Background: an optimization exercise with open tools, aiming at small area and a short achievable clock period. Do not read the settings as production practice.

Setup of oak:
Design pressure_count_linearizer, start of the top module:
module pressure_count_linearizer (
    input  logic                  clk,
    input  logic                  rst_n,
    input  logic                  cfg_we,
    input  logic [pcl_pkg::CFG_IDX_W-1:0]  cfg_index,
    input  logic [pcl_pkg::CFG_DATA_W-1:0] cfg_data,
    input  logic                  start,
    output logic                  busy,
    input  logic [pcl_pkg::COUNT_W-1:0]    factory_count,
    input  logic [pcl_pkg::COUNT_W-1:0]    raw_count,
    output logic                  done,
    output logic [pcl_pkg::OUT_W-1:0]      pressure_utorr,
    output logic [pcl_pkg::RANGE_W-1:0]    display_range
);
Size: roughly 23,000 µm² of cells after synthesis.
clock: 12.0 ns
lec_check: 0
cap_margin: 20
core_margin: 2
core_utilization: 60
slew_margin: 20
standard.sh (not shown) runs the stock make flow with config.mk's settings and CLKGATE_MAP_FILE= SYNTH_SCRIPT=/design/flow/synth_recipe.tcl, a recipe that flattens the netlist after the stock synthesis.
==> flow/flow/run.sh <==
#!/bin/bash
# Standard layout, with one netlist step between synthesis and floorplan:
# polfix.py picks the polarity of each full adder so that fewer inverters are
# needed (a full adder with all inputs inverted gives both outputs inverted).
# Registers, their names and cell types are those of the standard synthesis.
set -e
cd "$(dirname "$0")/.."
bash standard.sh synth > synth.log 2>&1
R=orfs/results/sky130hd/pressure_count_linearizer/base
cp $R/1_2_yosys.v 1_2_yosys.standard.v
python3 flow/polfix.py 1_2_yosys.standard.v $R/1_2_yosys.v > polfix.log 2>&1
touch $R/1_2_yosys.v
bash standard.sh SETUP_SLACK_MARGIN=8.3 finish > layout.log 2>&1
Other scripts of this flow, unchanged in this note and not shown: flow/flow/polfix.py
oak went all the way through synthesis, placement and routing and the layout is clean on timing, DRC and antenna.
Input-level comparison between pine and oak:
--- a/flow/design.v
+++ b/flow/design.v
@@ -20,50 +20,38 @@
     output logic [pcl_pkg::OUT_W-1:0]      pressure_utorr,
     output logic [pcl_pkg::RANGE_W-1:0]    display_range
 );
     assign busy = 1'b0;
     logic               mode_r;
     logic signed [10:0] ot_r;
     logic signed [14:0] om_r;
-    logic               we_t, we_m;
-    logic [14:0]        cfg_d;
     logic signed [10:0] ot_raw, ot_cl;
     logic signed [14:0] om_raw, om_cl;
-    always_ff @(posedge clk or negedge rst_n) begin
-        if (!rst_n) begin
-            mode_r <= 1'b0;
-            we_t   <= 1'b0;
-            we_m   <= 1'b0;
-        end else begin
-            if (cfg_we && cfg_index == 2'd0)
-                mode_r <= cfg_data[0];
-            we_t <= cfg_we && cfg_index == 2'd1;
-            we_m <= cfg_we && cfg_index == 2'd2;
-        end
-    end
-    always_ff @(posedge clk) begin
-        cfg_d <= cfg_data;
-    end
     always_comb begin
-        ot_raw = $signed(cfg_d[10:0]);
-        om_raw = $signed(cfg_d[14:0]);
+        ot_raw = $signed(cfg_data[10:0]);
+        om_raw = $signed(cfg_data[14:0]);
         if (ot_raw > 11'sd700)       ot_cl = 11'sd700;
         else if (ot_raw < -11'sd700) ot_cl = -11'sd700;
         else                         ot_cl = ot_raw;
         if (om_raw > 15'sd10000)       om_cl = 15'sd10000;
         else if (om_raw < -15'sd10000) om_cl = -15'sd10000;
         else                           om_cl = om_raw;
     end
     always_ff @(posedge clk or negedge rst_n) begin
         if (!rst_n) begin
-            ot_r <= '0;
-            om_r <= '0;
-        end else begin
-            if (we_t) ot_r <= ot_cl;
-            if (we_m) om_r <= om_cl;
+            mode_r <= 1'b0;
+            ot_r   <= '0;
+            om_r   <= '0;
+        end else if (cfg_we) begin
+            case (cfg_index)
+                2'd0: mode_r <= cfg_data[0];
+                2'd1: ot_r   <= ot_cl;
+                2'd2: om_r   <= om_cl;
+                default: ;
+            endcase
         end
     end
     logic        s1_valid;
     logic        s1_mode;
     logic [15:0] s1_v;
     logic [2:0] sub;
     logic [12:0] grp;
@@ -1779,24 +1767,30 @@
     assign fa4_G71 = fa4_g36 | (fa4_p36 & fa4_G44);
     assign fa4_P71 = fa4_p36 & fa4_P44;
     logic fa4_G72, fa4_P72;
     assign fa4_G72 = fa4_g38 | (fa4_p38 & fa4_G53);
     assign fa4_P72 = fa4_p38 & fa4_P53;
     assign total = {(fa4_p39 ^ fa4_G72), (fa4_p38 ^ fa4_G53), (fa4_p37 ^ fa4_G71), (fa4_p36 ^ fa4_G44), (fa4_p35 ^ fa4_G70), (fa4_p34 ^ fa4_G52), (fa4_p33 ^ fa4_G69), (fa4_p32 ^ fa4_G38), (fa4_p31 ^ fa4_G68), (fa4_p30 ^ fa4_G51), (fa4_p29 ^ fa4_G67), (fa4_p28 ^ fa4_G43), (fa4_p27 ^ fa4_G66), (fa4_p26 ^ fa4_G50), (fa4_p25 ^ fa4_G65), (fa4_p24 ^ fa4_G39), (fa4_p23 ^ fa4_G64), (fa4_p22 ^ fa4_G49), (fa4_p21 ^ fa4_G63), (fa4_p20 ^ fa4_G42), (fa4_p19 ^ fa4_G62), (fa4_p18 ^ fa4_G48), (fa4_p17 ^ fa4_G61), (fa4_p16 ^ fa4_G36), (fa4_p15 ^ fa4_G60), (fa4_p14 ^ fa4_G47), (fa4_p13 ^ fa4_G59), (fa4_p12 ^ fa4_G41), (fa4_p11 ^ fa4_G58), (fa4_p10 ^ fa4_G46), (fa4_p9 ^ fa4_G57), (fa4_p8 ^ fa4_G31), (fa4_p7 ^ fa4_G56), (fa4_p6 ^ fa4_G45), (fa4_p5 ^ fa4_G55), (fa4_p4 ^ fa4_G21), (fa4_p3 ^ fa4_G54), (fa4_p2 ^ fa4_G1), (fa4_p1 ^ fa4_gc), (fa4_p0 ^ s3_c)};
     assign q = total[50:17];
+    logic [39:0] d_hi, d_mid;
+    logic lt_hi, lt_mid;
+    assign d_hi = s3_a + s3_b + {39'd0, s3_c} + 40'hfe8287bfc0;
+    assign d_mid = s3_a + s3_b + {39'd0, s3_c} + 40'hfffc2f7000;
+    assign lt_hi  = d_hi[39];
+    assign lt_mid = d_mid[39];
     logic        done_r;
     logic [32:0] p_r;
     logic [1:0]  rng_r;
     always_ff @(posedge clk or negedge rst_n) begin
         if (!rst_n) done_r <= 1'b0;
         else        done_r <= s3_valid;
     end
     always_ff @(posedge clk) begin
         p_r <= q[33] ? 33'd0 : q[32:0];
-        if (q > 34'sd100000000)     rng_r <= 2'd0;
-        else if (q >= 34'sd1000000) rng_r <= 2'd1;
-        else                        rng_r <= 2'd2;
+        if (!lt_hi)      rng_r <= 2'd0;
+        else if (!lt_mid) rng_r <= 2'd1;
+        else             rng_r <= 2'd2;
     end
     assign done           = done_r;
     assign pressure_utorr = p_r;
     assign display_range  = rng_r;
 endmodule
Results
- Diff oak -> pine: first-pass GRT wire length now sits higher.
- Critical path data arrival time down 0.06 ns in pine wrt oak
- In summary, pine completed successfully, with a layout that passed the timing, DRC and antenna checks.
- Met1 track demand over resource in global routing, oak and pine: smaller value in pine
- Changes observed in pine relative to oak: worst-skew pair later-pin latency has remained practically unchanged.
- [pine] initial core utilization rose 0.65 points relative to oak
- Compared with oak, placement density in the core of pine is lower.
- pine vs. oak: cell count of the worst reg-to-reg path went down by 1.
- pine vs. oak: routed wire length moved up; post-route standard cell area excluding fillers rose 0.74%; critical path depth went down 1.
No run of this note included a check of the RTL's function; only the layout flow was run.

afterwards: timing with drivers on the ports:
How much do the figures lean on ideal ports? The routed layouts below were timed once more, with nothing changed but the port constraints.
Step 1 (the two cells are an assumption about what drives the block):
set clk [get_ports {clk}]
set_driving_cell -lib_cell sky130_fd_sc_hd__clkbuf_16 $clk
set_driving_cell -lib_cell sky130_fd_sc_hd__buf_2 [delete_from_list [all_inputs] $clk]
Step 2 also shifts input and output timing later by t, the mid clock arrival at the registers, as if the neighbouring blocks saw the same clock.
a / b / c = no drivers / after step 1 / after step 2; a / b = the first two.
run | t (ns) | setup slack, ns | latest minus earliest clock arrival (ns) | slew at the worst register clock pin (ns) | cell pins on the clock port's net
oak | 0.601 | 8.183 / 8.183 / 7.800 | 0.030 / 0.031 | 0.07 / 0.07 | 1
pine | 0.603 | 8.270 / 8.270 / 7.783 | 0.021 / 0.021 | 0.07 / 0.07 | 1
After both steps every run listed still meets setup and hold. For pine, which loses most, drivers alone change the setup slack by 0.000 ns; drivers and shift together by -0.487 ns.
